Source: an optimization exercise on an open RTL-to-GDS flow (aim: small area, a short achievable clock period and few clock cycles). Production flows keep margins and buffers that such runs may drop. Where RTL was checked, it was by simulation tests only, not by an equivalence proof against the original. Function not checked in run 1: the RTL went through the layout flow alone.

## flow/design.v (module list and top-level ports; edited modules follow where they fit)
// module rbm_top: 812 lines
module rbm_top (
  input  logic                   finish,
  input  logic                   rst_n,
  input  rbm_pkg::feature_beat_t in_beat,
  input  logic                   in_valid,
  output logic                   in_ready,
  output rbm_pkg::rbm_result_t   out_result,
  output logic                   out_valid,
  input  logic                   out_ready
);
  // ...
==> flow/flow/run.sh <==
#!/bin/bash
# The standard layout with two changes: the port buffers are buf_4 cells,
# and timing repair keeps working until the setup slack reaches
# SETUP_SLACK_MARGIN (the clock period and constraints are unchanged).
set -euo pipefail
bash standard.sh SETUP_SLACK_MARGIN=6.7 "BUFFER_PORTS_ARGS=-buffer_cell sky130_fd_sc_hd__buf_4" finish > standard.log 2>&1
==> flow/standard.sh <==
#!/bin/bash
# synth_recipe.tcl (not shown) runs the flow's synth.tcl, then flattens the netlist and writes it again
# the make line also repeats each setting of config.mk as NAME=value (left out here)
make -C /OpenROAD-flow-scripts/flow DESIGN_CONFIG=/design/flow/config.mk WORK_HOME=/design/flow/orfs CLKGATE_MAP_FILE= SYNTH_SCRIPT=/design/flow/synth_recipe.tcl "${@:-finish}"
==> flow/config.mk <==
export PLATFORM = sky130hd
export DESIGN_NAME = rbm_top
export DESIGN_NICKNAME = rbm_top
export VERILOG_FILES = /design/flow/design.v
export SDC_FILE = /design/flow/constraint.sdc
export NUM_CORES = 4
export LEC_CHECK = 0
export CAP_MARGIN = 75
export CORE_MARGIN = 2
export CORE_UTILIZATION = 55
export SLEW_MARGIN = 75
==> flow/constraint.sdc <==
create_clock -name core_clock -period 10.0 [get_ports {finish}]
set_input_delay 2.0000 -clock core_clock [delete_from_list [all_inputs] [get_ports {finish}]]
set_output_delay 2.0000 -clock core_clock [all_outputs]
set_load 0.01 [all_outputs]
==> results by group, run 1 <==
STA
  • Peak Freq: 311 MHz
  • Hold_ws: 0.420 ns
  • Tcrit/Tclk final: 32.1%
  • Minimum clock period: 3.21 ns

Detailed routing
  • Avg Vias per Cell: 5.46
  • Wl on met1: 19.5 mm
  • First-pass DRT Iterations: 5
  • DR iter-0 viols: 734
  • DR WL met2: 20.4 mm

Floorplan
  • Die Y: 186 um
  • Rows: 66

Final layout
  • Filler cell count: 2,780
  • Post-layout util: 64.4%
  • Max reg flops: 100
  • Storage cell area: 5520 um2
  • # clk buffers: 47
  • Top reg by flops: acc
  • Footprint of the multi-input gates: 12,000 um2
  • Layout area overhead: 14.9%
  • Multi-input gate share of total cell area: 57.2%

Synthesis
  • Synth Area in Compound Gates: 13.1%
  • Post-synth ARST share: 4.49%
  • Top cell type's share of synthesized area: 27.8%
  • Synth top area cells: dfxtp_1, fa_1, ha_1
  • Most common cell in the netlist: dfxtp_1
  • Mux contribution to synthesized area: 1.18%
  • Post-Synth Adder-Cell Area: 28.6%

Clocking
  • H-tree depth: 2
  • CTS Hold Bufs: 0
  • Post-CTS sizing: 10
  • CTS clock-pin slew for the worst setup and hold paths: 0.06 ns

Place
  • Placer Congestion: 0.832
  • Buffers added on ports: 58

Worst setup path
  • Critical path's largest stage delay: 0.42 ns
  • Critical Path Sink: d0[3]
  • Worst r2r dst: d0[3]

Outcome
  • Status: timing/DRC/antenna clean

Global routing
  • Most Used Layer, Global Route: met2

Worst hold path
  • Min-Delay Endpoint: hcnt[0]
==> inputs of run 2 (changes only) <==
--- a/flow/design.v
+++ b/flow/design.v
@@ -74,17 +74,17 @@
   logic        v0;
   logic        f0;            
   always_ff @(posedge finish) begin
     x0 <= in_xfer ? in_beat.feature : 12'd0;
     f0 <= in_xfer & (cnt == 4'd0);
   end
   logic [15:0] r;
   logic [4:0]  sa, s32;
-  logic        vn1, first1, last1;
+  logic        vn1, va1, first1, first1n, last1, last1n;
   logic        first0, last0;
   logic [13:0] step0;
   assign first0 = f0;
   assign last0  = v0 & (cnt == 4'd0);
   always_comb begin
     for (int i = 0; i < 14; i++) step0[i] = v0 & (cnt == 4'(i + 1));
   end
   logic [15:0] ra, rb, rsum;
@@ -99,34 +99,37 @@
     s32[1] <= |(step0 & WRAP1);
     sa[2]  <= |(step0 & ~WRAP2) | last0;
     s32[2] <= |(step0 & WRAP2);
     sa[3]  <= |(step0 & ~WRAP3);
     s32[3] <= |(step0 & WRAP3);
     sa[4]  <= |(step0 & ~WRAP4) | last0;
     s32[4] <= |(step0 & WRAP4);
     vn1    <= |step0;
+    va1    <= v0;
     first1 <= first0;
+    first1n <= ~first0;
     last1  <= last0;
+    last1n <= ~last0;
   end
   logic [19:0] r1, r2, r8, r16, r32, nv, av;
   assign r1  = {{4{r[15]}}, r};
   assign r2  = r1 << 1;
   assign r8  = r1 << 3;
   assign r16 = r1 << 4;
   assign r32 = r1 << 5;
   assign nv  = {20{vn1}} & ~r8;              
-  assign av  = {20{vn1 | last1}} & ~r8;
+  assign av  = {20{va1}} & ~r8;
   logic [19:0] acc [5];
   logic [19:0] a0_r1, a0_r2, a0_base, a0_sum;
-  logic [5:0] a0_pend, a0_cin, a0_cout;
+  logic [3:0] a0_pend, a0_cin, a0_cout;
   assign a0_r1 = ({20{sa[0]}} & r1) | ({20{s32[0]}} & r32) | ({20{last1}} & ~r2);
   assign a0_r2 = av;
-  assign a0_base = (acc[0] & {20{~first1}}) | (20'hfff90 & {20{first1}});
-  assign a0_cin = a0_pend & {6{~first1}};
+  assign a0_base = (acc[0] & {20{first1n}}) | (20'hfff90 & {20{first1}});
+  assign a0_cin = a0_pend & {4{first1n}};
   wire u0xs_1 = a0_base[0] ^ a0_r1[0] ^ a0_r2[0];
   wire u0xc_2 = (a0_base[0] & a0_r1[0]) | (a0_base[0] & a0_r2[0]) | (a0_r1[0] & a0_r2[0]);
   wire u0xs_3 = a0_base[1] ^ a0_r1[1] ^ a0_r2[1];
   wire u0xc_4 = (a0_base[1] & a0_r1[1]) | (a0_base[1] & a0_r2[1]) | (a0_r1[1] & a0_r2[1]);
   wire u0xs_5 = a0_base[2] ^ a0_r1[2] ^ a0_r2[2];
   wire u0xc_6 = (a0_base[2] & a0_r1[2]) | (a0_base[2] & a0_r2[2]) | (a0_r1[2] & a0_r2[2]);
   wire u0xs_7 = a0_base[3] ^ a0_r1[3] ^ a0_r2[3];
   wire u0xc_8 = (a0_base[3] & a0_r1[3]) | (a0_base[3] & a0_r2[3]) | (a0_r1[3] & a0_r2[3]);
@@ -161,54 +164,52 @@
   wire u0xs_37 = a0_base[18] ^ a0_r1[18] ^ a0_r2[18];
   wire u0xc_38 = (a0_base[18] & a0_r1[18]) | (a0_base[18] & a0_r2[18]) | (a0_r1[18] & a0_r2[18]);
   wire u0xs_39 = a0_base[19] ^ a0_r1[19] ^ a0_r2[19];
   wire u0xc_40 = (a0_base[19] & a0_r1[19]) | (a0_base[19] & a0_r2[19]) | (a0_r1[19] & a0_r2[19]);
   wire u0zs_41 = u0xs_3 ^ u0xc_2;
   wire u0zc_42 = u0xs_3 & u0xc_2;
   wire u0zs_43 = u0xs_5 ^ u0xc_4 ^ u0zc_42;
   wire u0zc_44 = (u0xs_5 & u0xc_4) | (u0xs_5 & u0zc_42) | (u0xc_4 & u0zc_42);
-  assign a0_cout[0] = u0zc_44;
-  wire u0zs_45 = u0xs_7 ^ u0xc_6 ^ a0_cin[0];
-  wire u0zc_46 = (u0xs_7 & u0xc_6) | (u0xs_7 & a0_cin[0]) | (u0xc_6 & a0_cin[0]);
-  wire u0zs_47 = u0xs_9 ^ u0xc_8 ^ u0zc_46;
-  wire u0zc_48 = (u0xs_9 & u0xc_8) | (u0xs_9 & u0zc_46) | (u0xc_8 & u0zc_46);
+  wire u0zs_45 = u0xs_7 ^ u0xc_6 ^ u0zc_44;
+  wire u0zc_46 = (u0xs_7 & u0xc_6) | (u0xs_7 & u0zc_44) | (u0xc_6 & u0zc_44);
+  assign a0_cout[0] = u0zc_46;
+  wire u0zs_47 = u0xs_9 ^ u0xc_8 ^ a0_cin[0];
+  wire u0zc_48 = (u0xs_9 & u0xc_8) | (u0xs_9 & a0_cin[0]) | (u0xc_8 & a0_cin[0]);
   wire u0zs_49 = u0xs_11 ^ u0xc_10 ^ u0zc_48;
   wire u0zc_50 = (u0xs_11 & u0xc_10) | (u0xs_11 & u0zc_48) | (u0xc_10 & u0zc_48);
-  assign a0_cout[1] = u0zc_50;
-  wire u0zs_51 = u0xs_13 ^ u0xc_12 ^ a0_cin[1];
-  wire u0zc_52 = (u0xs_13 & u0xc_12) | (u0xs_13 & a0_cin[1]) | (u0xc_12 & a0_cin[1]);
+  wire u0zs_51 = u0xs_13 ^ u0xc_12 ^ u0zc_50;
+  wire u0zc_52 = (u0xs_13 & u0xc_12) | (u0xs_13 & u0zc_50) | (u0xc_12 & u0zc_50);
   wire u0zs_53 = u0xs_15 ^ u0xc_14 ^ u0zc_52;
   wire u0zc_54 = (u0xs_15 & u0xc_14) | (u0xs_15 & u0zc_52) | (u0xc_14 & u0zc_52);
-  wire u0zs_55 = u0xs_17 ^ u0xc_16 ^ u0zc_54;
-  wire u0zc_56 = (u0xs_17 & u0xc_16) | (u0xs_17 & u0zc_54) | (u0xc_16 & u0zc_54);
-  assign a0_cout[2] = u0zc_56;
-  wire u0zs_57 = u0xs_19 ^ u0xc_18 ^ a0_cin[2];
-  wire u0zc_58 = (u0xs_19 & u0xc_18) | (u0xs_19 & a0_cin[2]) | (u0xc_18 & a0_cin[2]);
+  assign a0_cout[1] = u0zc_54;
+  wire u0zs_55 = u0xs_17 ^ u0xc_16 ^ a0_cin[1];
+  wire u0zc_56 = (u0xs_17 & u0xc_16) | (u0xs_17 & a0_cin[1]) | (u0xc_16 & a0_cin[1]);
+  wire u0zs_57 = u0xs_19 ^ u0xc_18 ^ u0zc_56;
+  wire u0zc_58 = (u0xs_19 & u0xc_18) | (u0xs_19 & u0zc_56) | (u0xc_18 & u0zc_56);
   wire u0zs_59 = u0xs_21 ^ u0xc_20 ^ u0zc_58;
   wire u0zc_60 = (u0xs_21 & u0xc_20) | (u0xs_21 & u0zc_58) | (u0xc_20 & u0zc_58);
   wire u0zs_61 = u0xs_23 ^ u0xc_22 ^ u0zc_60;
   wire u0zc_62 = (u0xs_23 & u0xc_22) | (u0xs_23 & u0zc_60) | (u0xc_22 & u0zc_60);
-  assign a0_cout[3] = u0zc_62;
-  wire u0zs_63 = u0xs_25 ^ u0xc_24 ^ a0_cin[3];
-  wire u0zc_64 = (u0xs_25 & u0xc_24) | (u0xs_25 & a0_cin[3]) | (u0xc_24 & a0_cin[3]);
+  assign a0_cout[2] = u0zc_62;
+  wire u0zs_63 = u0xs_25 ^ u0xc_24 ^ a0_cin[2];
+  wire u0zc_64 = (u0xs_25 & u0xc_24) | (u0xs_25 & a0_cin[2]) | (u0xc_24 & a0_cin[2]);
   wire u0zs_65 = u0xs_27 ^ u0xc_26 ^ u0zc_64;
   wire u0zc_66 = (u0xs_27 & u0xc_26) | (u0xs_27 & u0zc_64) | (u0xc_26 & u0zc_64);
   wire u0zs_67 = u0xs_29 ^ u0xc_28 ^ u0zc_66;
   wire u0zc_68 = (u0xs_29 & u0xc_28) | (u0xs_29 & u0zc_66) | (u0xc_28 & u0zc_66);
-  assign a0_cout[4] = u0zc_68;
-  wire u0zs_69 = u0xs_31 ^ u0xc_30 ^ a0_cin[4];
-  wire u0zc_70 = (u0xs_31 & u0xc_30) | (u0xs_31 & a0_cin[4]) | (u0xc_30 & a0_cin[4]);
-  wire u0zs_71 = u0xs_33 ^ u0xc_32 ^ u0zc_70;
-  wire u0zc_72 = (u0xs_33 & u0xc_32) | (u0xs_33 & u0zc_70) | (u0xc_32 & u0zc_70);
+  wire u0zs_69 = u0xs_31 ^ u0xc_30 ^ u0zc_68;
+  wire u0zc_70 = (u0xs_31 & u0xc_30) | (u0xs_31 & u0zc_68) | (u0xc_30 & u0zc_68);
+  assign a0_cout[3] = u0zc_70;
+  wire u0zs_71 = u0xs_33 ^ u0xc_32 ^ a0_cin[3];
+  wire u0zc_72 = (u0xs_33 & u0xc_32) | (u0xs_33 & a0_cin[3]) | (u0xc_32 & a0_cin[3]);
   wire u0zs_73 = u0xs_35 ^ u0xc_34 ^ u0zc_72;
   wire u0zc_74 = (u0xs_35 & u0xc_34) | (u0xs_35 & u0zc_72) | (u0xc_34 & u0zc_72);
-  assign a0_cout[5] = u0zc_74;
-  wire u0zs_75 = u0xs_37 ^ u0xc_36 ^ a0_cin[5];
-  wire u0zc_76 = (u0xs_37 & u0xc_36) | (u0xs_37 & a0_cin[5]) | (u0xc_36 & a0_cin[5]);
+  wire u0zs_75 = u0xs_37 ^ u0xc_36 ^ u0zc_74;
+  wire u0zc_76 = (u0xs_37 & u0xc_36) | (u0xs_37 & u0zc_74) | (u0xc_36 & u0zc_74);
   wire u0zs_77 = u0xs_39 ^ u0xc_38 ^ u0zc_76;
   wire u0zc_78 = (u0xs_39 & u0xc_38) | (u0xs_39 & u0zc_76) | (u0xc_38 & u0zc_76);
   assign a0_sum[0] = u0xs_1;
   assign a0_sum[1] = u0zs_41;
   assign a0_sum[2] = u0zs_43;
   assign a0_sum[3] = u0zs_45;
   assign a0_sum[4] = u0zs_47;
   assign a0_sum[5] = u0zs_49;
@@ -226,23 +227,23 @@
   assign a0_sum[17] = u0zs_73;
   assign a0_sum[18] = u0zs_75;
   assign a0_sum[19] = u0zs_77;
   always_ff @(posedge finish) begin
     acc[0] <= a0_sum;
     a0_pend <= a0_cout;
   end
   logic [19:0] a0_full;      
-  assign a0_full = acc[0] + (({19'd0, a0_pend[0]} << 3) | ({19'd0, a0_pend[1]} << 6) | ({19'd0, a0_pend[2]} << 9) | ({19'd0, a0_pend[3]} << 12) | ({19'd0, a0_pend[4]} << 15) | ({19'd0, a0_pend[5]} << 18));
+  assign a0_full = acc[0] + (({19'd0, a0_pend[0]} << 4) | ({19'd0, a0_pend[1]} << 8) | ({19'd0, a0_pend[2]} << 12) | ({19'd0, a0_pend[3]} << 16));
   logic [19:0] a1_r1, a1_r2, a1_base, a1_sum;
-  logic [5:0] a1_pend, a1_cin, a1_cout;
+  logic [3:0] a1_pend, a1_cin, a1_cout;
   assign a1_r1 = ({20{sa[1]}} & r1) | ({20{s32[1]}} & r32);
-  assign a1_r2 = nv | ({20{last1}} & r2);
-  assign a1_base = (acc[1] & {20{~first1}}) | (20'hfffce & {20{first1}});
-  assign a1_cin = a1_pend & {6{~first1}};
+  assign a1_r2 = nv | ({20{~last1n}} & r2);
+  assign a1_base = (acc[1] & {20{first1n}}) | (20'hfffce & {20{first1}});
+  assign a1_cin = a1_pend & {4{first1n}};
   wire u1xs_1 = a1_base[0] ^ a1_r1[0] ^ a1_r2[0];
   wire u1xc_2 = (a1_base[0] & a1_r1[0]) | (a1_base[0] & a1_r2[0]) | (a1_r1[0] & a1_r2[0]);
   wire u1xs_3 = a1_base[1] ^ a1_r1[1] ^ a1_r2[1];
   wire u1xc_4 = (a1_base[1] & a1_r1[1]) | (a1_base[1] & a1_r2[1]) | (a1_r1[1] & a1_r2[1]);
   wire u1xs_5 = a1_base[2] ^ a1_r1[2] ^ a1_r2[2];
   wire u1xc_6 = (a1_base[2] & a1_r1[2]) | (a1_base[2] & a1_r2[2]) | (a1_r1[2] & a1_r2[2]);
   wire u1xs_7 = a1_base[3] ^ a1_r1[3] ^ a1_r2[3];
   wire u1xc_8 = (a1_base[3] & a1_r1[3]) | (a1_base[3] & a1_r2[3]) | (a1_r1[3] & a1_r2[3]);
@@ -277,54 +278,52 @@
   wire u1xs_37 = a1_base[18] ^ a1_r1[18] ^ a1_r2[18];
   wire u1xc_38 = (a1_base[18] & a1_r1[18]) | (a1_base[18] & a1_r2[18]) | (a1_r1[18] & a1_r2[18]);
   wire u1xs_39 = a1_base[19] ^ a1_r1[19] ^ a1_r2[19];
   wire u1xc_40 = (a1_base[19] & a1_r1[19]) | (a1_base[19] & a1_r2[19]) | (a1_r1[19] & a1_r2[19]);
   wire u1zs_41 = u1xs_3 ^ u1xc_2;
   wire u1zc_42 = u1xs_3 & u1xc_2;
   wire u1zs_43 = u1xs_5 ^ u1xc_4 ^ u1zc_42;
   wire u1zc_44 = (u1xs_5 & u1xc_4) | (u1xs_5 & u1zc_42) | (u1xc_4 & u1zc_42);
-  assign a1_cout[0] = u1zc_44;
-  wire u1zs_45 = u1xs_7 ^ u1xc_6 ^ a1_cin[0];
-  wire u1zc_46 = (u1xs_7 & u1xc_6) | (u1xs_7 & a1_cin[0]) | (u1xc_6 & a1_cin[0]);
-  wire u1zs_47 = u1xs_9 ^ u1xc_8 ^ u1zc_46;
-  wire u1zc_48 = (u1xs_9 & u1xc_8) | (u1xs_9 & u1zc_46) | (u1xc_8 & u1zc_46);
+  wire u1zs_45 = u1xs_7 ^ u1xc_6 ^ u1zc_44;
+  wire u1zc_46 = (u1xs_7 & u1xc_6) | (u1xs_7 & u1zc_44) | (u1xc_6 & u1zc_44);
+  assign a1_cout[0] = u1zc_46;
+  wire u1zs_47 = u1xs_9 ^ u1xc_8 ^ a1_cin[0];
+  wire u1zc_48 = (u1xs_9 & u1xc_8) | (u1xs_9 & a1_cin[0]) | (u1xc_8 & a1_cin[0]);
   wire u1zs_49 = u1xs_11 ^ u1xc_10 ^ u1zc_48;
   wire u1zc_50 = (u1xs_11 & u1xc_10) | (u1xs_11 & u1zc_48) | (u1xc_10 & u1zc_48);
-  assign a1_cout[1] = u1zc_50;
-  wire u1zs_51 = u1xs_13 ^ u1xc_12 ^ a1_cin[1];
-  wire u1zc_52 = (u1xs_13 & u1xc_12) | (u1xs_13 & a1_cin[1]) | (u1xc_12 & a1_cin[1]);
+  wire u1zs_51 = u1xs_13 ^ u1xc_12 ^ u1zc_50;
+  wire u1zc_52 = (u1xs_13 & u1xc_12) | (u1xs_13 & u1zc_50) | (u1xc_12 & u1zc_50);
   wire u1zs_53 = u1xs_15 ^ u1xc_14 ^ u1zc_52;
   wire u1zc_54 = (u1xs_15 & u1xc_14) | (u1xs_15 & u1zc_52) | (u1xc_14 & u1zc_52);
-  wire u1zs_55 = u1xs_17 ^ u1xc_16 ^ u1zc_54;
-  wire u1zc_56 = (u1xs_17 & u1xc_16) | (u1xs_17 & u1zc_54) | (u1xc_16 & u1zc_54);
-  assign a1_cout[2] = u1zc_56;
-  wire u1zs_57 = u1xs_19 ^ u1xc_18 ^ a1_cin[2];
-  wire u1zc_58 = (u1xs_19 & u1xc_18) | (u1xs_19 & a1_cin[2]) | (u1xc_18 & a1_cin[2]);
+  assign a1_cout[1] = u1zc_54;
+  wire u1zs_55 = u1xs_17 ^ u1xc_16 ^ a1_cin[1];
+  wire u1zc_56 = (u1xs_17 & u1xc_16) | (u1xs_17 & a1_cin[1]) | (u1xc_16 & a1_cin[1]);
+  wire u1zs_57 = u1xs_19 ^ u1xc_18 ^ u1zc_56;
+  wire u1zc_58 = (u1xs_19 & u1xc_18) | (u1xs_19 & u1zc_56) | (u1xc_18 & u1zc_56);
   wire u1zs_59 = u1xs_21 ^ u1xc_20 ^ u1zc_58;
   wire u1zc_60 = (u1xs_21 & u1xc_20) | (u1xs_21 & u1zc_58) | (u1xc_20 & u1zc_58);
   wire u1zs_61 = u1xs_23 ^ u1xc_22 ^ u1zc_60;
   wire u1zc_62 = (u1xs_23 & u1xc_22) | (u1xs_23 & u1zc_60) | (u1xc_22 & u1zc_60);
-  assign a1_cout[3] = u1zc_62;
-  wire u1zs_63 = u1xs_25 ^ u1xc_24 ^ a1_cin[3];
-  wire u1zc_64 = (u1xs_25 & u1xc_24) | (u1xs_25 & a1_cin[3]) | (u1xc_24 & a1_cin[3]);
+  assign a1_cout[2] = u1zc_62;
+  wire u1zs_63 = u1xs_25 ^ u1xc_24 ^ a1_cin[2];
+  wire u1zc_64 = (u1xs_25 & u1xc_24) | (u1xs_25 & a1_cin[2]) | (u1xc_24 & a1_cin[2]);
   wire u1zs_65 = u1xs_27 ^ u1xc_26 ^ u1zc_64;
   wire u1zc_66 = (u1xs_27 & u1xc_26) | (u1xs_27 & u1zc_64) | (u1xc_26 & u1zc_64);
   wire u1zs_67 = u1xs_29 ^ u1xc_28 ^ u1zc_66;
   wire u1zc_68 = (u1xs_29 & u1xc_28) | (u1xs_29 & u1zc_66) | (u1xc_28 & u1zc_66);
-  assign a1_cout[4] = u1zc_68;
-  wire u1zs_69 = u1xs_31 ^ u1xc_30 ^ a1_cin[4];
-  wire u1zc_70 = (u1xs_31 & u1xc_30) | (u1xs_31 & a1_cin[4]) | (u1xc_30 & a1_cin[4]);
-  wire u1zs_71 = u1xs_33 ^ u1xc_32 ^ u1zc_70;
-  wire u1zc_72 = (u1xs_33 & u1xc_32) | (u1xs_33 & u1zc_70) | (u1xc_32 & u1zc_70);
+  wire u1zs_69 = u1xs_31 ^ u1xc_30 ^ u1zc_68;
+  wire u1zc_70 = (u1xs_31 & u1xc_30) | (u1xs_31 & u1zc_68) | (u1xc_30 & u1zc_68);
+  assign a1_cout[3] = u1zc_70;
+  wire u1zs_71 = u1xs_33 ^ u1xc_32 ^ a1_cin[3];
+  wire u1zc_72 = (u1xs_33 & u1xc_32) | (u1xs_33 & a1_cin[3]) | (u1xc_32 & a1_cin[3]);
   wire u1zs_73 = u1xs_35 ^ u1xc_34 ^ u1zc_72;
   wire u1zc_74 = (u1xs_35 & u1xc_34) | (u1xs_35 & u1zc_72) | (u1xc_34 & u1zc_72);
-  assign a1_cout[5] = u1zc_74;
-  wire u1zs_75 = u1xs_37 ^ u1xc_36 ^ a1_cin[5];
-  wire u1zc_76 = (u1xs_37 & u1xc_36) | (u1xs_37 & a1_cin[5]) | (u1xc_36 & a1_cin[5]);
+  wire u1zs_75 = u1xs_37 ^ u1xc_36 ^ u1zc_74;
+  wire u1zc_76 = (u1xs_37 & u1xc_36) | (u1xs_37 & u1zc_74) | (u1xc_36 & u1zc_74);
   wire u1zs_77 = u1xs_39 ^ u1xc_38 ^ u1zc_76;
   wire u1zc_78 = (u1xs_39 & u1xc_38) | (u1xs_39 & u1zc_76) | (u1xc_38 & u1zc_76);
   assign a1_sum[0] = u1xs_1;
   assign a1_sum[1] = u1zs_41;
   assign a1_sum[2] = u1zs_43;
   assign a1_sum[3] = u1zs_45;
   assign a1_sum[4] = u1zs_47;
   assign a1_sum[5] = u1zs_49;
@@ -342,23 +341,23 @@
   assign a1_sum[17] = u1zs_73;
   assign a1_sum[18] = u1zs_75;
   assign a1_sum[19] = u1zs_77;
   always_ff @(posedge finish) begin
     acc[1] <= a1_sum;
     a1_pend <= a1_cout;
   end
   logic [19:0] a1_full;      
-  assign a1_full = acc[1] + (({19'd0, a1_pend[0]} << 3) | ({19'd0, a1_pend[1]} << 6) | ({19'd0, a1_pend[2]} << 9) | ({19'd0, a1_pend[3]} << 12) | ({19'd0, a1_pend[4]} << 15) | ({19'd0, a1_pend[5]} << 18));
+  assign a1_full = acc[1] + (({19'd0, a1_pend[0]} << 4) | ({19'd0, a1_pend[1]} << 8) | ({19'd0, a1_pend[2]} << 12) | ({19'd0, a1_pend[3]} << 16));
   logic [19:0] a2_r1, a2_r2, a2_base, a2_sum;
-  logic [5:0] a2_pend, a2_cin, a2_cout;
+  logic [3:0] a2_pend, a2_cin, a2_cout;
   assign a2_r1 = ({20{sa[2]}} & r1) | ({20{s32[2]}} & r32);
-  assign a2_r2 = nv | ({20{last1}} & ~r16);
-  assign a2_base = (acc[2] & {20{~first1}}) | (20'h0000f & {20{first1}});
-  assign a2_cin = a2_pend & {6{~first1}};
+  assign a2_r2 = nv | ({20{~last1n}} & ~r16);
+  assign a2_base = (acc[2] & {20{first1n}}) | (20'h0000f & {20{first1}});
+  assign a2_cin = a2_pend & {4{first1n}};
   wire u2xs_1 = a2_base[0] ^ a2_r1[0] ^ a2_r2[0];
   wire u2xc_2 = (a2_base[0] & a2_r1[0]) | (a2_base[0] & a2_r2[0]) | (a2_r1[0] & a2_r2[0]);
   wire u2xs_3 = a2_base[1] ^ a2_r1[1] ^ a2_r2[1];
   wire u2xc_4 = (a2_base[1] & a2_r1[1]) | (a2_base[1] & a2_r2[1]) | (a2_r1[1] & a2_r2[1]);
   wire u2xs_5 = a2_base[2] ^ a2_r1[2] ^ a2_r2[2];
   wire u2xc_6 = (a2_base[2] & a2_r1[2]) | (a2_base[2] & a2_r2[2]) | (a2_r1[2] & a2_r2[2]);
   wire u2xs_7 = a2_base[3] ^ a2_r1[3] ^ a2_r2[3];
   wire u2xc_8 = (a2_base[3] & a2_r1[3]) | (a2_base[3] & a2_r2[3]) | (a2_r1[3] & a2_r2[3]);
@@ -393,54 +392,52 @@
   wire u2xs_37 = a2_base[18] ^ a2_r1[18] ^ a2_r2[18];
   wire u2xc_38 = (a2_base[18] & a2_r1[18]) | (a2_base[18] & a2_r2[18]) | (a2_r1[18] & a2_r2[18]);
   wire u2xs_39 = a2_base[19] ^ a2_r1[19] ^ a2_r2[19];
   wire u2xc_40 = (a2_base[19] & a2_r1[19]) | (a2_base[19] & a2_r2[19]) | (a2_r1[19] & a2_r2[19]);
   wire u2zs_41 = u2xs_3 ^ u2xc_2;
   wire u2zc_42 = u2xs_3 & u2xc_2;
   wire u2zs_43 = u2xs_5 ^ u2xc_4 ^ u2zc_42;
   wire u2zc_44 = (u2xs_5 & u2xc_4) | (u2xs_5 & u2zc_42) | (u2xc_4 & u2zc_42);
-  assign a2_cout[0] = u2zc_44;
-  wire u2zs_45 = u2xs_7 ^ u2xc_6 ^ a2_cin[0];
-  wire u2zc_46 = (u2xs_7 & u2xc_6) | (u2xs_7 & a2_cin[0]) | (u2xc_6 & a2_cin[0]);
-  wire u2zs_47 = u2xs_9 ^ u2xc_8 ^ u2zc_46;
-  wire u2zc_48 = (u2xs_9 & u2xc_8) | (u2xs_9 & u2zc_46) | (u2xc_8 & u2zc_46);
+  wire u2zs_45 = u2xs_7 ^ u2xc_6 ^ u2zc_44;
+  wire u2zc_46 = (u2xs_7 & u2xc_6) | (u2xs_7 & u2zc_44) | (u2xc_6 & u2zc_44);
+  assign a2_cout[0] = u2zc_46;
+  wire u2zs_47 = u2xs_9 ^ u2xc_8 ^ a2_cin[0];
+  wire u2zc_48 = (u2xs_9 & u2xc_8) | (u2xs_9 & a2_cin[0]) | (u2xc_8 & a2_cin[0]);
   wire u2zs_49 = u2xs_11 ^ u2xc_10 ^ u2zc_48;
   wire u2zc_50 = (u2xs_11 & u2xc_10) | (u2xs_11 & u2zc_48) | (u2xc_10 & u2zc_48);
-  assign a2_cout[1] = u2zc_50;
-  wire u2zs_51 = u2xs_13 ^ u2xc_12 ^ a2_cin[1];
-  wire u2zc_52 = (u2xs_13 & u2xc_12) | (u2xs_13 & a2_cin[1]) | (u2xc_12 & a2_cin[1]);
+  wire u2zs_51 = u2xs_13 ^ u2xc_12 ^ u2zc_50;
+  wire u2zc_52 = (u2xs_13 & u2xc_12) | (u2xs_13 & u2zc_50) | (u2xc_12 & u2zc_50);
   wire u2zs_53 = u2xs_15 ^ u2xc_14 ^ u2zc_52;
   wire u2zc_54 = (u2xs_15 & u2xc_14) | (u2xs_15 & u2zc_52) | (u2xc_14 & u2zc_52);
-  wire u2zs_55 = u2xs_17 ^ u2xc_16 ^ u2zc_54;
-  wire u2zc_56 = (u2xs_17 & u2xc_16) | (u2xs_17 & u2zc_54) | (u2xc_16 & u2zc_54);
-  assign a2_cout[2] = u2zc_56;
-  wire u2zs_57 = u2xs_19 ^ u2xc_18 ^ a2_cin[2];
-  wire u2zc_58 = (u2xs_19 & u2xc_18) | (u2xs_19 & a2_cin[2]) | (u2xc_18 & a2_cin[2]);
+  assign a2_cout[1] = u2zc_54;
+  wire u2zs_55 = u2xs_17 ^ u2xc_16 ^ a2_cin[1];
+  wire u2zc_56 = (u2xs_17 & u2xc_16) | (u2xs_17 & a2_cin[1]) | (u2xc_16 & a2_cin[1]);
+  wire u2zs_57 = u2xs_19 ^ u2xc_18 ^ u2zc_56;
+  wire u2zc_58 = (u2xs_19 & u2xc_18) | (u2xs_19 & u2zc_56) | (u2xc_18 & u2zc_56);
   wire u2zs_59 = u2xs_21 ^ u2xc_20 ^ u2zc_58;
   wire u2zc_60 = (u2xs_21 & u2xc_20) | (u2xs_21 & u2zc_58) | (u2xc_20 & u2zc_58);
   wire u2zs_61 = u2xs_23 ^ u2xc_22 ^ u2zc_60;
   wire u2zc_62 = (u2xs_23 & u2xc_22) | (u2xs_23 & u2zc_60) | (u2xc_22 & u2zc_60);
-  assign a2_cout[3] = u2zc_62;
-  wire u2zs_63 = u2xs_25 ^ u2xc_24 ^ a2_cin[3];
-  wire u2zc_64 = (u2xs_25 & u2xc_24) | (u2xs_25 & a2_cin[3]) | (u2xc_24 & a2_cin[3]);
+  assign a2_cout[2] = u2zc_62;
+  wire u2zs_63 = u2xs_25 ^ u2xc_24 ^ a2_cin[2];
+  wire u2zc_64 = (u2xs_25 & u2xc_24) | (u2xs_25 & a2_cin[2]) | (u2xc_24 & a2_cin[2]);
   wire u2zs_65 = u2xs_27 ^ u2xc_26 ^ u2zc_64;
   wire u2zc_66 = (u2xs_27 & u2xc_26) | (u2xs_27 & u2zc_64) | (u2xc_26 & u2zc_64);
   wire u2zs_67 = u2xs_29 ^ u2xc_28 ^ u2zc_66;
   wire u2zc_68 = (u2xs_29 & u2xc_28) | (u2xs_29 & u2zc_66) | (u2xc_28 & u2zc_66);
-  assign a2_cout[4] = u2zc_68;
-  wire u2zs_69 = u2xs_31 ^ u2xc_30 ^ a2_cin[4];
-  wire u2zc_70 = (u2xs_31 & u2xc_30) | (u2xs_31 & a2_cin[4]) | (u2xc_30 & a2_cin[4]);
-  wire u2zs_71 = u2xs_33 ^ u2xc_32 ^ u2zc_70;
-  wire u2zc_72 = (u2xs_33 & u2xc_32) | (u2xs_33 & u2zc_70) | (u2xc_32 & u2zc_70);
+  wire u2zs_69 = u2xs_31 ^ u2xc_30 ^ u2zc_68;
+  wire u2zc_70 = (u2xs_31 & u2xc_30) | (u2xs_31 & u2zc_68) | (u2xc_30 & u2zc_68);
+  assign a2_cout[3] = u2zc_70;
+  wire u2zs_71 = u2xs_33 ^ u2xc_32 ^ a2_cin[3];
+  wire u2zc_72 = (u2xs_33 & u2xc_32) | (u2xs_33 & a2_cin[3]) | (u2xc_32 & a2_cin[3]);
   wire u2zs_73 = u2xs_35 ^ u2xc_34 ^ u2zc_72;
   wire u2zc_74 = (u2xs_35 & u2xc_34) | (u2xs_35 & u2zc_72) | (u2xc_34 & u2zc_72);
-  assign a2_cout[5] = u2zc_74;
-  wire u2zs_75 = u2xs_37 ^ u2xc_36 ^ a2_cin[5];
-  wire u2zc_76 = (u2xs_37 & u2xc_36) | (u2xs_37 & a2_cin[5]) | (u2xc_36 & a2_cin[5]);
+  wire u2zs_75 = u2xs_37 ^ u2xc_36 ^ u2zc_74;
+  wire u2zc_76 = (u2xs_37 & u2xc_36) | (u2xs_37 & u2zc_74) | (u2xc_36 & u2zc_74);
   wire u2zs_77 = u2xs_39 ^ u2xc_38 ^ u2zc_76;
   wire u2zc_78 = (u2xs_39 & u2xc_38) | (u2xs_39 & u2zc_76) | (u2xc_38 & u2zc_76);
   assign a2_sum[0] = u2xs_1;
   assign a2_sum[1] = u2zs_41;
   assign a2_sum[2] = u2zs_43;
   assign a2_sum[3] = u2zs_45;
   assign a2_sum[4] = u2zs_47;
   assign a2_sum[5] = u2zs_49;
@@ -458,23 +455,23 @@
   assign a2_sum[17] = u2zs_73;
   assign a2_sum[18] = u2zs_75;
   assign a2_sum[19] = u2zs_77;
   always_ff @(posedge finish) begin
     acc[2] <= a2_sum;
     a2_pend <= a2_cout;
   end
   logic [19:0] a2_full;      
-  assign a2_full = acc[2] + (({19'd0, a2_pend[0]} << 3) | ({19'd0, a2_pend[1]} << 6) | ({19'd0, a2_pend[2]} << 9) | ({19'd0, a2_pend[3]} << 12) | ({19'd0, a2_pend[4]} << 15) | ({19'd0, a2_pend[5]} << 18));
+  assign a2_full = acc[2] + (({19'd0, a2_pend[0]} << 4) | ({19'd0, a2_pend[1]} << 8) | ({19'd0, a2_pend[2]} << 12) | ({19'd0, a2_pend[3]} << 16));
   logic [19:0] a3_r1, a3_r2, a3_base, a3_sum;
-  logic [5:0] a3_pend, a3_cin, a3_cout;
+  logic [3:0] a3_pend, a3_cin, a3_cout;
   assign a3_r1 = ({20{sa[3]}} & r1) | ({20{s32[3]}} & r32) | ({20{last1}} & ~r2);
   assign a3_r2 = nv;
-  assign a3_base = (acc[3] & {20{~first1}}) | (20'h0004f & {20{first1}});
-  assign a3_cin = a3_pend & {6{~first1}};
+  assign a3_base = (acc[3] & {20{first1n}}) | (20'h0004f & {20{first1}});
+  assign a3_cin = a3_pend & {4{first1n}};
   wire u3xs_1 = a3_base[0] ^ a3_r1[0] ^ a3_r2[0];
   wire u3xc_2 = (a3_base[0] & a3_r1[0]) | (a3_base[0] & a3_r2[0]) | (a3_r1[0] & a3_r2[0]);
   wire u3xs_3 = a3_base[1] ^ a3_r1[1] ^ a3_r2[1];
   wire u3xc_4 = (a3_base[1] & a3_r1[1]) | (a3_base[1] & a3_r2[1]) | (a3_r1[1] & a3_r2[1]);
   wire u3xs_5 = a3_base[2] ^ a3_r1[2] ^ a3_r2[2];
   wire u3xc_6 = (a3_base[2] & a3_r1[2]) | (a3_base[2] & a3_r2[2]) | (a3_r1[2] & a3_r2[2]);
   wire u3xs_7 = a3_base[3] ^ a3_r1[3] ^ a3_r2[3];
   wire u3xc_8 = (a3_base[3] & a3_r1[3]) | (a3_base[3] & a3_r2[3]) | (a3_r1[3] & a3_r2[3]);
@@ -509,54 +506,52 @@
   wire u3xs_37 = a3_base[18] ^ a3_r1[18] ^ a3_r2[18];
   wire u3xc_38 = (a3_base[18] & a3_r1[18]) | (a3_base[18] & a3_r2[18]) | (a3_r1[18] & a3_r2[18]);
   wire u3xs_39 = a3_base[19] ^ a3_r1[19] ^ a3_r2[19];
   wire u3xc_40 = (a3_base[19] & a3_r1[19]) | (a3_base[19] & a3_r2[19]) | (a3_r1[19] & a3_r2[19]);
   wire u3zs_41 = u3xs_3 ^ u3xc_2;
   wire u3zc_42 = u3xs_3 & u3xc_2;
   wire u3zs_43 = u3xs_5 ^ u3xc_4 ^ u3zc_42;
   wire u3zc_44 = (u3xs_5 & u3xc_4) | (u3xs_5 & u3zc_42) | (u3xc_4 & u3zc_42);
-  assign a3_cout[0] = u3zc_44;
-  wire u3zs_45 = u3xs_7 ^ u3xc_6 ^ a3_cin[0];
-  wire u3zc_46 = (u3xs_7 & u3xc_6) | (u3xs_7 & a3_cin[0]) | (u3xc_6 & a3_cin[0]);
-  wire u3zs_47 = u3xs_9 ^ u3xc_8 ^ u3zc_46;
-  wire u3zc_48 = (u3xs_9 & u3xc_8) | (u3xs_9 & u3zc_46) | (u3xc_8 & u3zc_46);
+  wire u3zs_45 = u3xs_7 ^ u3xc_6 ^ u3zc_44;
+  wire u3zc_46 = (u3xs_7 & u3xc_6) | (u3xs_7 & u3zc_44) | (u3xc_6 & u3zc_44);
+  assign a3_cout[0] = u3zc_46;
+  wire u3zs_47 = u3xs_9 ^ u3xc_8 ^ a3_cin[0];
+  wire u3zc_48 = (u3xs_9 & u3xc_8) | (u3xs_9 & a3_cin[0]) | (u3xc_8 & a3_cin[0]);
   wire u3zs_49 = u3xs_11 ^ u3xc_10 ^ u3zc_48;
   wire u3zc_50 = (u3xs_11 & u3xc_10) | (u3xs_11 & u3zc_48) | (u3xc_10 & u3zc_48);
-  assign a3_cout[1] = u3zc_50;
-  wire u3zs_51 = u3xs_13 ^ u3xc_12 ^ a3_cin[1];
-  wire u3zc_52 = (u3xs_13 & u3xc_12) | (u3xs_13 & a3_cin[1]) | (u3xc_12 & a3_cin[1]);
+  wire u3zs_51 = u3xs_13 ^ u3xc_12 ^ u3zc_50;
+  wire u3zc_52 = (u3xs_13 & u3xc_12) | (u3xs_13 & u3zc_50) | (u3xc_12 & u3zc_50);
   wire u3zs_53 = u3xs_15 ^ u3xc_14 ^ u3zc_52;
   wire u3zc_54 = (u3xs_15 & u3xc_14) | (u3xs_15 & u3zc_52) | (u3xc_14 & u3zc_52);
-  wire u3zs_55 = u3xs_17 ^ u3xc_16 ^ u3zc_54;
-  wire u3zc_56 = (u3xs_17 & u3xc_16) | (u3xs_17 & u3zc_54) | (u3xc_16 & u3zc_54);
-  assign a3_cout[2] = u3zc_56;
-  wire u3zs_57 = u3xs_19 ^ u3xc_18 ^ a3_cin[2];
-  wire u3zc_58 = (u3xs_19 & u3xc_18) | (u3xs_19 & a3_cin[2]) | (u3xc_18 & a3_cin[2]);
+  assign a3_cout[1] = u3zc_54;
+  wire u3zs_55 = u3xs_17 ^ u3xc_16 ^ a3_cin[1];
+  wire u3zc_56 = (u3xs_17 & u3xc_16) | (u3xs_17 & a3_cin[1]) | (u3xc_16 & a3_cin[1]);
+  wire u3zs_57 = u3xs_19 ^ u3xc_18 ^ u3zc_56;
+  wire u3zc_58 = (u3xs_19 & u3xc_18) | (u3xs_19 & u3zc_56) | (u3xc_18 & u3zc_56);
   wire u3zs_59 = u3xs_21 ^ u3xc_20 ^ u3zc_58;
   wire u3zc_60 = (u3xs_21 & u3xc_20) | (u3xs_21 & u3zc_58) | (u3xc_20 & u3zc_58);
   wire u3zs_61 = u3xs_23 ^ u3xc_22 ^ u3zc_60;
   wire u3zc_62 = (u3xs_23 & u3xc_22) | (u3xs_23 & u3zc_60) | (u3xc_22 & u3zc_60);
-  assign a3_cout[3] = u3zc_62;
-  wire u3zs_63 = u3xs_25 ^ u3xc_24 ^ a3_cin[3];
-  wire u3zc_64 = (u3xs_25 & u3xc_24) | (u3xs_25 & a3_cin[3]) | (u3xc_24 & a3_cin[3]);
+  assign a3_cout[2] = u3zc_62;
+  wire u3zs_63 = u3xs_25 ^ u3xc_24 ^ a3_cin[2];
+  wire u3zc_64 = (u3xs_25 & u3xc_24) | (u3xs_25 & a3_cin[2]) | (u3xc_24 & a3_cin[2]);
   wire u3zs_65 = u3xs_27 ^ u3xc_26 ^ u3zc_64;
   wire u3zc_66 = (u3xs_27 & u3xc_26) | (u3xs_27 & u3zc_64) | (u3xc_26 & u3zc_64);
   wire u3zs_67 = u3xs_29 ^ u3xc_28 ^ u3zc_66;
   wire u3zc_68 = (u3xs_29 & u3xc_28) | (u3xs_29 & u3zc_66) | (u3xc_28 & u3zc_66);
-  assign a3_cout[4] = u3zc_68;
-  wire u3zs_69 = u3xs_31 ^ u3xc_30 ^ a3_cin[4];
-  wire u3zc_70 = (u3xs_31 & u3xc_30) | (u3xs_31 & a3_cin[4]) | (u3xc_30 & a3_cin[4]);
-  wire u3zs_71 = u3xs_33 ^ u3xc_32 ^ u3zc_70;
-  wire u3zc_72 = (u3xs_33 & u3xc_32) | (u3xs_33 & u3zc_70) | (u3xc_32 & u3zc_70);
+  wire u3zs_69 = u3xs_31 ^ u3xc_30 ^ u3zc_68;
+  wire u3zc_70 = (u3xs_31 & u3xc_30) | (u3xs_31 & u3zc_68) | (u3xc_30 & u3zc_68);
+  assign a3_cout[3] = u3zc_70;
+  wire u3zs_71 = u3xs_33 ^ u3xc_32 ^ a3_cin[3];
+  wire u3zc_72 = (u3xs_33 & u3xc_32) | (u3xs_33 & a3_cin[3]) | (u3xc_32 & a3_cin[3]);
   wire u3zs_73 = u3xs_35 ^ u3xc_34 ^ u3zc_72;
   wire u3zc_74 = (u3xs_35 & u3xc_34) | (u3xs_35 & u3zc_72) | (u3xc_34 & u3zc_72);
-  assign a3_cout[5] = u3zc_74;
-  wire u3zs_75 = u3xs_37 ^ u3xc_36 ^ a3_cin[5];
-  wire u3zc_76 = (u3xs_37 & u3xc_36) | (u3xs_37 & a3_cin[5]) | (u3xc_36 & a3_cin[5]);
+  wire u3zs_75 = u3xs_37 ^ u3xc_36 ^ u3zc_74;
+  wire u3zc_76 = (u3xs_37 & u3xc_36) | (u3xs_37 & u3zc_74) | (u3xc_36 & u3zc_74);
   wire u3zs_77 = u3xs_39 ^ u3xc_38 ^ u3zc_76;
   wire u3zc_78 = (u3xs_39 & u3xc_38) | (u3xs_39 & u3zc_76) | (u3xc_38 & u3zc_76);
   assign a3_sum[0] = u3xs_1;
   assign a3_sum[1] = u3zs_41;
   assign a3_sum[2] = u3zs_43;
   assign a3_sum[3] = u3zs_45;
   assign a3_sum[4] = u3zs_47;
   assign a3_sum[5] = u3zs_49;
@@ -574,23 +569,23 @@
   assign a3_sum[17] = u3zs_73;
   assign a3_sum[18] = u3zs_75;
   assign a3_sum[19] = u3zs_77;
   always_ff @(posedge finish) begin
     acc[3] <= a3_sum;
     a3_pend <= a3_cout;
   end
   logic [19:0] a3_full;      
-  assign a3_full = acc[3] + (({19'd0, a3_pend[0]} << 3) | ({19'd0, a3_pend[1]} << 6) | ({19'd0, a3_pend[2]} << 9) | ({19'd0, a3_pend[3]} << 12) | ({19'd0, a3_pend[4]} << 15) | ({19'd0, a3_pend[5]} << 18));
+  assign a3_full = acc[3] + (({19'd0, a3_pend[0]} << 4) | ({19'd0, a3_pend[1]} << 8) | ({19'd0, a3_pend[2]} << 12) | ({19'd0, a3_pend[3]} << 16));
   logic [19:0] a4_r1, a4_r2, a4_base, a4_sum;
   logic [8:0] a4_pend, a4_cin, a4_cout;
   assign a4_r1 = ({20{sa[4]}} & r1) | ({20{s32[4]}} & r32);
-  assign a4_r2 = nv | ({20{last1}} & r8);
-  assign a4_base = (acc[4] & {20{~first1}}) | (20'h0008e & {20{first1}});
-  assign a4_cin = a4_pend & {9{~first1}};
+  assign a4_r2 = nv | ({20{~last1n}} & r8);
+  assign a4_base = (acc[4] & {20{first1n}}) | (20'h0008e & {20{first1}});
+  assign a4_cin = a4_pend & {9{first1n}};
   logic [19:0] a4_r3;
   assign a4_r3 = {20{last1}} & r2;
   wire u4xs_1 = a4_base[0] ^ a4_r1[0] ^ a4_r3[0];
   wire u4xc_2 = (a4_base[0] & a4_r1[0]) | (a4_base[0] & a4_r3[0]) | (a4_r1[0] & a4_r3[0]);
   wire u4xs_3 = a4_base[1] ^ a4_r1[1] ^ a4_r3[1];
   wire u4xc_4 = (a4_base[1] & a4_r1[1]) | (a4_base[1] & a4_r3[1]) | (a4_r1[1] & a4_r3[1]);
   wire u4xs_5 = a4_base[2] ^ a4_r1[2] ^ a4_r3[2];
   wire u4xc_6 = (a4_base[2] & a4_r1[2]) | (a4_base[2] & a4_r3[2]) | (a4_r1[2] & a4_r3[2]);
@@ -823,26 +818,28 @@
       5'd30: begin d0 = 6'h01; d1 = 6'h0b; end
       5'd31: begin d0 = 6'h39; d1 = 6'h0e; end
       default: begin d0 = 6'h00; d1 = 6'h00; end
     endcase
   end
   logic [13:0] s0, s1;
   logic        cls;
   logic [13:0] s0b, s1b;
-  assign s0b = hfirst ? 14'h3ffe : hstep ? {s0[12:0], 1'b0} : s0;
-  assign s1b = hfirst ? 14'h0002 : hstep ? {s1[12:0], 1'b0} : s1;
+  assign s0b = hfirst ? 14'h3ffe : {s0[12:0], 1'b0};
+  assign s1b = hfirst ? 14'h0002 : {s1[12:0], 1'b0};
   logic [13:0] d0x, d1x, s0n, s1n;
-  assign d0x = hstep ? {{8{d0[5]}}, d0} : 14'd0;
-  assign d1x = hstep ? {{8{d1[5]}}, d1} : 14'd0;
+  assign d0x = {{8{d0[5]}}, d0};
+  assign d1x = {{8{d1[5]}}, d1};
   assign s0n = s0b + d0x;
   assign s1n = s1b + d1x;
   always_ff @(posedge finish) begin
-    s0 <= s0n;
-    s1 <= s1n;
+    if (hstep) begin
+      s0 <= s0n;
+      s1 <= s1n;
+    end
     if (cmp) cls <= ($signed(s1) > $signed(s0));
   end
   always_comb begin
     out_result.score1   = {{6{s1[13]}}, s1};
     out_result.score0   = {{6{s0[13]}}, s0};
     out_result.class_id = cls;
   end
 endmodule
==> flow/config.mk (replaced) <==
export PLATFORM = sky130hd
export DESIGN_NAME = rbm_top
export DESIGN_NICKNAME = rbm_top
export VERILOG_FILES = /design/flow/design.v
export SDC_FILE = /design/flow/constraint.sdc
export NUM_CORES = 4
export LEC_CHECK = 0
export CAP_MARGIN = 50
export CORE_MARGIN = 2
export CORE_UTILIZATION = 55
export CTS_CLUSTER_DIAMETER = 100
export CTS_CLUSTER_SIZE = 30
export SLEW_MARGIN = 50
==> run 2 against run 1 <==
Effect of this change:
- critical path type unchanged
- clock skew grew 0.0076 ns
- worst setup slack worse by 0.063 ns
- routed wire length down 1.8%
==> results by group, run 2 <==
Final layout
  • Largest regs: acc: 100 flops, pr: 35 flops, r: 16 flops
  • Finished Cell Area: 19,300 um2
  • Layout area overhead: 8.24%
  • Commonest non-fill, non-tap cells in the layout: fa_1, dfxtp_1, inv_1, nand2_1, nor2_1
  • Antenna diodes: 0
  • Proportion of layout cells with a drive suffix above 1: 10.6%
  • Layout Nets: 2,132
  • Top reg by flops: acc
  • Post-layout util: 60.8% (-3.6 points)
  • Max reg flops: 100 (unchanged)

Detailed routing
  • Detailed-route wire length per cell: 19.0 um
  • DR iter-0 viols: 685 (-6.7%)
  • Antenna-violating nets left: 0
  • Via count: 12,535
  • Avg Vias per Cell: 5.61 (+2.7%)
  • First-pass DRT Iterations: 5 (unchanged)
  • DRC viols: 0
  • Sum of routed wire length over all layers: 42.4 mm

Clocking
  • CTS tree: done
  • CTS Hold Bufs: 0 (unchanged)
  • CTS clock-pin slew for the worst setup and hold paths: 0.11 ns (+0.05 ns)
  • CTS root buffer: clkbuf_16
  • H-tree depth: 1 (-1)
  • CTS Buffer Depth: 3
  • Worst skew pair latency: 0.52 ns
  • CTS Buf Count: 14
  • Clock sinks: 262

Synthesis
  • Synthesized flop and latch total: 262
  • Mapped Cells: 1,818
  • Post-synth ARST share: 4.58% (+0.086 points)
  • Distinct cells, synth: 75
  • Top cell type's share of synthesized area: 24.8% (-3.0 points)
  • Netlist Area Pre-Place: 17,800 um2
  • Most frequently used flop master after synthesis: dfxtp_1
  • Mapped Nets: 2,127
  • Synth top cells by count: dfxtp_1, fa_1, inv_1, nand2_1, nor2_1
  • Post-synth EDFFs: 29
  • Warnings from Yosys: 5
  • Most common cell in the netlist: dfxtp_1
  • Cell taking the most area after synthesis: dfxtp_1
  • Mapped Avg Cell Area: 9.80 um2
  • Synth top area cells: dfxtp_1, fa_1, ha_1
  • Sequential share of the synthesized area: 31.4%

STA
  • Max Transition Viols Final: 0
  • RSZ-0062 raised after global routing: true
  • Setup WS post-layout: 6.72 ns
  • Slew HR: 53.9%
  • Tcrit/Tclk final: 32.8% (+0.63 points)
  • TNS Setup: 0 ns
  • Tightest Pin Transition: 0.690 ns
  • Peak Freq: 305 MHz (-1.9%)
  • Final setup fails: 0
  • Layout Skew: 0.0223 ns
  • Final hold viol count: 0
  • Minimum clock period: 3.28 ns (+0.0629 ns)

Floorplan
  • Die area: 33,800 um2
  • I/O pin count: 60
  • Rows: 65 (-1.5%)
  • CORE AREA: 31,700 um2
  • Die Wd: 184 um
  • Initial Utilization: 56.2%
  • Die Y: 184 um (-1.3%)

Global routing
  • Initial antenna violation count: 1
  • Largest net degree at the start of global routing: 48
  • Tot GR Track Use: 25.9%
  • First-pass GRT wire length: 68.9 mm
  • Vias in the first global route: 12,984
  • Grt total ovfl: 0

Place
  • HPWL Detailed: 30.4 mm
  • Buffers added on ports: 58 (unchanged)
  • Pre-CTS setup slack: 6.16 ns
  • Placer Congestion: 0.889 (+6.8%)
  • Placed Area: 18,500 um2

Worst setup path
  • CP required: 10.40 ns
  • Worst EP arrival: 3.67 ns
  • Critical path's top delay family: adder cells
  • CP max-delay cell: fa_1
  • Worst Path Buf+Inv: 1
  • Critical path's largest stage delay: 0.48 ns (+0.06 ns)
  • Setup CP Type: register to register
  • Crit. End Element: register
  • Cell mode on critical path: fa_1
  • Reg-to-reg setup timing slack: 6.72 ns
  • CP Max Fanout: 18
  • Startpoint type of the worst setup path: register
  • Worst path cell trace: buf_4 > nand2b_1 > o21ai_0 > fa_1 > fa_1 > fa_1 > fa_1 > fa_1

Flow run
  • MaxCap Viol Count: 0

Worst hold path
  • Class of the worst hold path: register to register

Outcome
  • Status: timing/DRC/antenna clean
## run 2: final cells by class
class	instances	area (um2)
Clock inverter	8	90.1
Multi-Input combinational cell	1264	11200
Fill cell	2788	12400
Tap cell	402	503
Clock buffer	16	379
Inverter	196	759
Sequential cell	262	5670
Timing Repair Buffer	85	726
## run 2: logic make-up (layout without fill, tap and decap cells)
logic type	after synthesis	count (layout)	share of synthesized area, %
xor+xnor	103	103	5.06
compound gates	360	360	14.0
mux	10	10	0.660
fa+ha+maj	292	292	28.9
flops	262	262	31.4
buf+inv	292	305	6.48
simple gates	499	499	13.4
## run 2: worst paths after layout
kind                              from   endpoint  depth (start not counted)
worst max register to register    r[0]  acc[1][7]                          8
worst max-delay path              r[0]  acc[1][7]                          8
worst min-delay path            d1x[0]      s1[0]                          0
worst min register to register  d1x[0]      s1[0]                          0
max in group asynchronous        rst_n      cidle                          1
min in group asynchronous        rst_n      hstep                          1
## run 2: metrics by stage
stage | hold WS [ns] | cells
after floorplan | 0.372 | 1818
after global placement | 0.390 | 2194
after detailed placement | 0.398 | 2194
after CTS | 0.423 | 2227
after global routing | 0.428 | 2233
final | 0.420 | 2233
## run 2: worst reg2reg max path, delay by kind of cell (launching register included)
family                   cells  cell delay [ns]
adder cells (fa/ha/maj)      5             2.16
buffers and inverters        1             0.23
AO/OA/AOI/OAI                1             0.19
flip-flops                   1             0.32
AND/OR/NAND/NOR              1             0.27
## run 2: timing repair
action | in CTS | in global routing
gates cloned | 1 | 1
pin swaps | 0 | 0
endpoints found under the setup margin | 58 | 34
gates resized for setup | 32 | 38
buffers inserted | 8 | 5
## run 2: routing by layer
| metal | global-route usage (%) | wire [um] | vias up | share of wire [%] |
|---|---|---|---|---|
| li1 | - | - | 6007 | - |
| met1 | 35.3 | 19400 | 6200 | 46 |
| met2 | 43.0 | 19600 | 261 | 46 |
| met3 | 3.68 | 1920 | 67 | 4.5 |
| met4 | 8.19 | 1420 | 0 | 3.4 |
| met5 | 0 | 0 | - | 0 |
Testbench counts of run 2, summed over its fixed seeds: cycles 5,864.
==> inputs of run 3 (changes only) <==
--- a/flow/config.mk
+++ b/flow/config.mk
@@ -9,5 +9,5 @@
 export CORE_MARGIN = 2
 export CORE_UTILIZATION = 55
-export CTS_CLUSTER_DIAMETER = 100
-export CTS_CLUSTER_SIZE = 30
+export CTS_CLUSTER_DIAMETER = 80
+export CTS_CLUSTER_SIZE = 24
 export SLEW_MARGIN = 50
==> run 3 against run 2 <==
Effect of this change:
- critical endpoint is now acc[3][11]
- largest cell class unchanged
- clock skew up 0.0056 ns
- cell count increased by 0.45%
- worst setup slack gained 0.0028 ns
- sequential cell count unchanged
- critical path depth fell by 1
- via count up 0.53%
- synthesized cell count unchanged
- highest routed layer unchanged
- routed wire length down 0.21%
- register-to-register slack about the same
- utilization increased by 0.82 points
==> results by group, run 3 <==
Outcome
  • Status: timing/DRC/antenna clean

Clocking
  • CTS Buf Count: 19 (+5)
  • CTS tree: done
  • CTS root buffer: clkbuf_16
  • Worst skew pair latency: 0.54 ns (+0.02 ns)
  • H-tree depth: 1 (unchanged)
  • CTS clock-pin slew for the worst setup and hold paths: 0.09 ns (-0.02 ns)
  • CTS Buffer Depth: 3 (unchanged)
  • CTS Hold Bufs: 0 (unchanged)
  • Clock sinks: 262 (unchanged)

Floorplan
  • I/O pin count: 60 (unchanged)
  • Rows: 65 (unchanged)
  • Die Wd: 184 um (unchanged)
  • Die Y: 184 um (unchanged)
  • Die area: 33,800 um2 (unchanged)
  • Initial Utilization: 56.2% (unchanged)
  • CORE AREA: 31,700 um2 (unchanged)

Final layout
  • Proportion of layout cells with a drive suffix above 1: 11.5% (+0.87 points)
  • Post-layout util: 61.6% (+0.82 points)
  • Layout area overhead: 9.71%
  • Max reg flops: 100 (unchanged)
  • Commonest non-fill, non-tap cell in the layout: dfxtp_1
  • Top reg by flops: acc
  • Layout Nets: 2,137 (+0.23%)
  • Commonest non-fill, non-tap cells in the layout: dfxtp_1, fa_1, inv_1, nand2_1, nor2_1
  • Filler cell count: 2,746 (-1.5%)
  • Largest regs: acc: 100 flops, pr: 35 flops, r: 16 flops
  • Antenna diodes: 0 (unchanged)

Detailed routing
  • Sum of routed wire length over all layers: 42.3 mm (-0.21%)
  • Avg Vias per Cell: 5.62 (about the same)
  • DR iter-0 viols: 634 (-7.4%)
  • First-pass DRT Iterations: 5 (unchanged)
  • Via count: 12,601 (+0.53%)
  • Detailed-route wire length per cell: 18.8 um (-0.65%)
  • DRC viols: 0 (unchanged)
  • Antenna-violating nets left: 0 (unchanged)

STA
  • Tightest Pin Transition: 0.668 ns (-0.0220 ns)
  • Tcrit/Tclk final: 32.7% (about the same)
  • Layout Skew: 0.0279 ns (+0.00558 ns)
  • Final hold viol count: 0 (unchanged)
  • Peak Freq: 305 MHz (about the same)
  • RSZ-0062 raised after global routing: true
  • TNS Setup: 0 ns (unchanged)
  • Minimum clock period: 3.27 ns (-0.00282 ns)
  • Max Transition Viols Final: 0 (unchanged)
  • Final setup fails: 0 (unchanged)
  • Slew HR: 55.4% (+1.6 points)

Worst hold path
  • Class of the worst hold path: register to register

Synthesis
  • Most frequently used flop master after synthesis: dfxtp_1
  • Distinct cells, synth: 75 (unchanged)
  • Mapped Cells: 1,818 (unchanged)
  • Synth top cells by count: dfxtp_1, fa_1, inv_1, nand2_1, nor2_1
  • Most common cell in the netlist: dfxtp_1
  • Post-synth ARST share: 4.58% (unchanged)
  • Top cell type's share of synthesized area: 24.8% (unchanged)
  • Netlist Area Pre-Place: 17,800 um2 (unchanged)
  • Mapped Nets: 2,127 (unchanged)
  • Mapped Avg Cell Area: 9.80 um2 (unchanged)
  • Sequential share of the synthesized area: 31.4% (unchanged)
  • Synthesized flop and latch total: 262 (unchanged)
  • Warnings from Yosys: 5 (unchanged)
  • Post-synth EDFFs: 29 (unchanged)
  • Cell taking the most area after synthesis: dfxtp_1
  • Synth top area cells: dfxtp_1, fa_1, ha_1

Global routing
  • Largest net degree at the start of global routing: 48 (unchanged)
  • Tot GR Track Use: 26.0% (+0.089 points)
  • Initial antenna violation count: 1 (unchanged)
  • Grt total ovfl: 0 (unchanged)
  • Vias in the first global route: 13,012 (+0.22%)
  • First-pass GRT wire length: 69.2 mm (+0.46%)

Worst setup path
  • CP Max Fanout: 14 (-4)
  • Critical path's top delay family: adder cells
  • Crit. End Element: register
  • Setup CP Type: register to register
  • CP required: 10.40 ns (about the same)
  • Worst EP arrival: 3.68 ns (about the same)
  • Worst Path Buf+Inv: 0 (-1)
  • Worst path cell trace: nor2_1 > a221o_1 > fa_1 > fa_1 > fa_1 > fa_1 > fa_1
  • Reg-to-reg setup timing slack: 6.73 ns (about the same)
  • Cell mode on critical path: fa_1
  • Critical path's largest stage delay: 0.57 ns (+0.09 ns)
  • CP max-delay cell: dfxtp_2
  • Startpoint type of the worst setup path: register

Flow run
  • MaxCap Viol Count: 0 (unchanged)

Place
  • Placer Congestion: 0.889 (unchanged)
  • HPWL Detailed: 30.4 mm (unchanged)
  • Buffers added on ports: 58 (unchanged)
-- run 3: changes by cell type in the layout (fill, tap and decap cells not counted), moves of 2 or more --
cell and change:
a221oi_2 +2, dfxtp_2 -3, buf_6 +2, clkbuf_16 +5, inv_6 +3, buf_4 -3, dfxtp_4 +3, a221oi_1 -2
inv_12 +3
-- run 3: cells by family after synthesis --
kind of cell,count (synthesis),synth area share (%)
flops,262,31.4
fa+ha+maj,292,28.9
buf+inv,292,6.48
compound gates,360,14.0
mux,10,0.660
xor+xnor,103,5.06
simple gates,499,13.4
-- run 3: timing repair --
action,4_1_cts,5_1_grt
cloned,1,2
setup buffers,7,5
setup endpoints to repair,58,32
resized for setup,40,43
-- run 3: per-stage QoR --
step,setup WS (ns),hold WS [ns],std cells,instance area (um2)
4_1_cts,6.71,0.419,2236,19300
5_1_grt,6.64,0.424,2243,19500
3_3_place_gp,5.94,0.390,2194,18400
6_report,6.73,0.415,2243,19500
3_5_place_dp,6.16,0.398,2194,18500
2_1_floorplan,6.68,0.372,1818,17800
-- run 3: area by class of cell --
class | count | area, um2 | share of cell area (%)
clock buffer | 22 | 497 | 2.54
clock inverter | 12 | 150 | 0.768
inverter | 196 | 768 | 3.93
multi-input combinational | 1264 | 11200 | 57.3
sequential | 262 | 5680 | 29.1
tap | 402 | 503 | 2.57
timing repair buffer | 85 | 756 | 3.87
-- run 3: final timing paths --
path | cells past startpoint | from | to
worst min-delay path | 0 | d1x[0] | s1[0]
min in group asynchronous | 1 | rst_n | npend[1]
worst min register to register | 0 | d1x[0] | s1[0]
max in group asynchronous | 1 | rst_n | cidle
worst max-delay path | 7 | r[6] | acc[3][11]
worst max register to register | 7 | r[6] | acc[3][11]
-- run 3: routing by layer --
layer | up-vias | wire (um) | GRT usage [%]
li1 | 6022 | - | -
met1 | 6211 | 19100 | 35.3
met2 | 297 | 19500 | 43.2
met3 | 71 | 2160 | 3.88
met4 | 0 | 1490 | 8.03
met5 | - | 0 | 0

-- static timing again, ports no longer ideal --
The flow's constraints put no driver on any port. The routed layouts listed below were extracted and timed again, unchanged, in two steps.
Step 1: set_driving_cell puts a clkbuf_16 on finish and a buf_2 on each other input, an assumption about the parent block.
Step 2, shift: input delay + t, output delay - t, t = (earliest + latest rising clock arrival at the registers) / 2. This alone moves slack from input paths to output paths.
Three values: ideal ports, drivers, drivers and shift; two values: the first two.
| run | shift t [ns] | setup WS [ns] | cell pins on the clock port's net |
|---|---|---|---|
| run 1 | 0.575 | 6.785 / 6.741 / 6.549 | 1 |
| run 2 | 0.560 | 6.722 / 6.702 / 6.585 | 1 |
| run 3 | 0.575 | 6.725 / 6.708 / 6.574 | 1 |
After both steps every run listed still meets setup and hold. The setup slack of run 1, which loses most, moves by -0.044 ns with the drivers and by -0.236 ns with both steps.
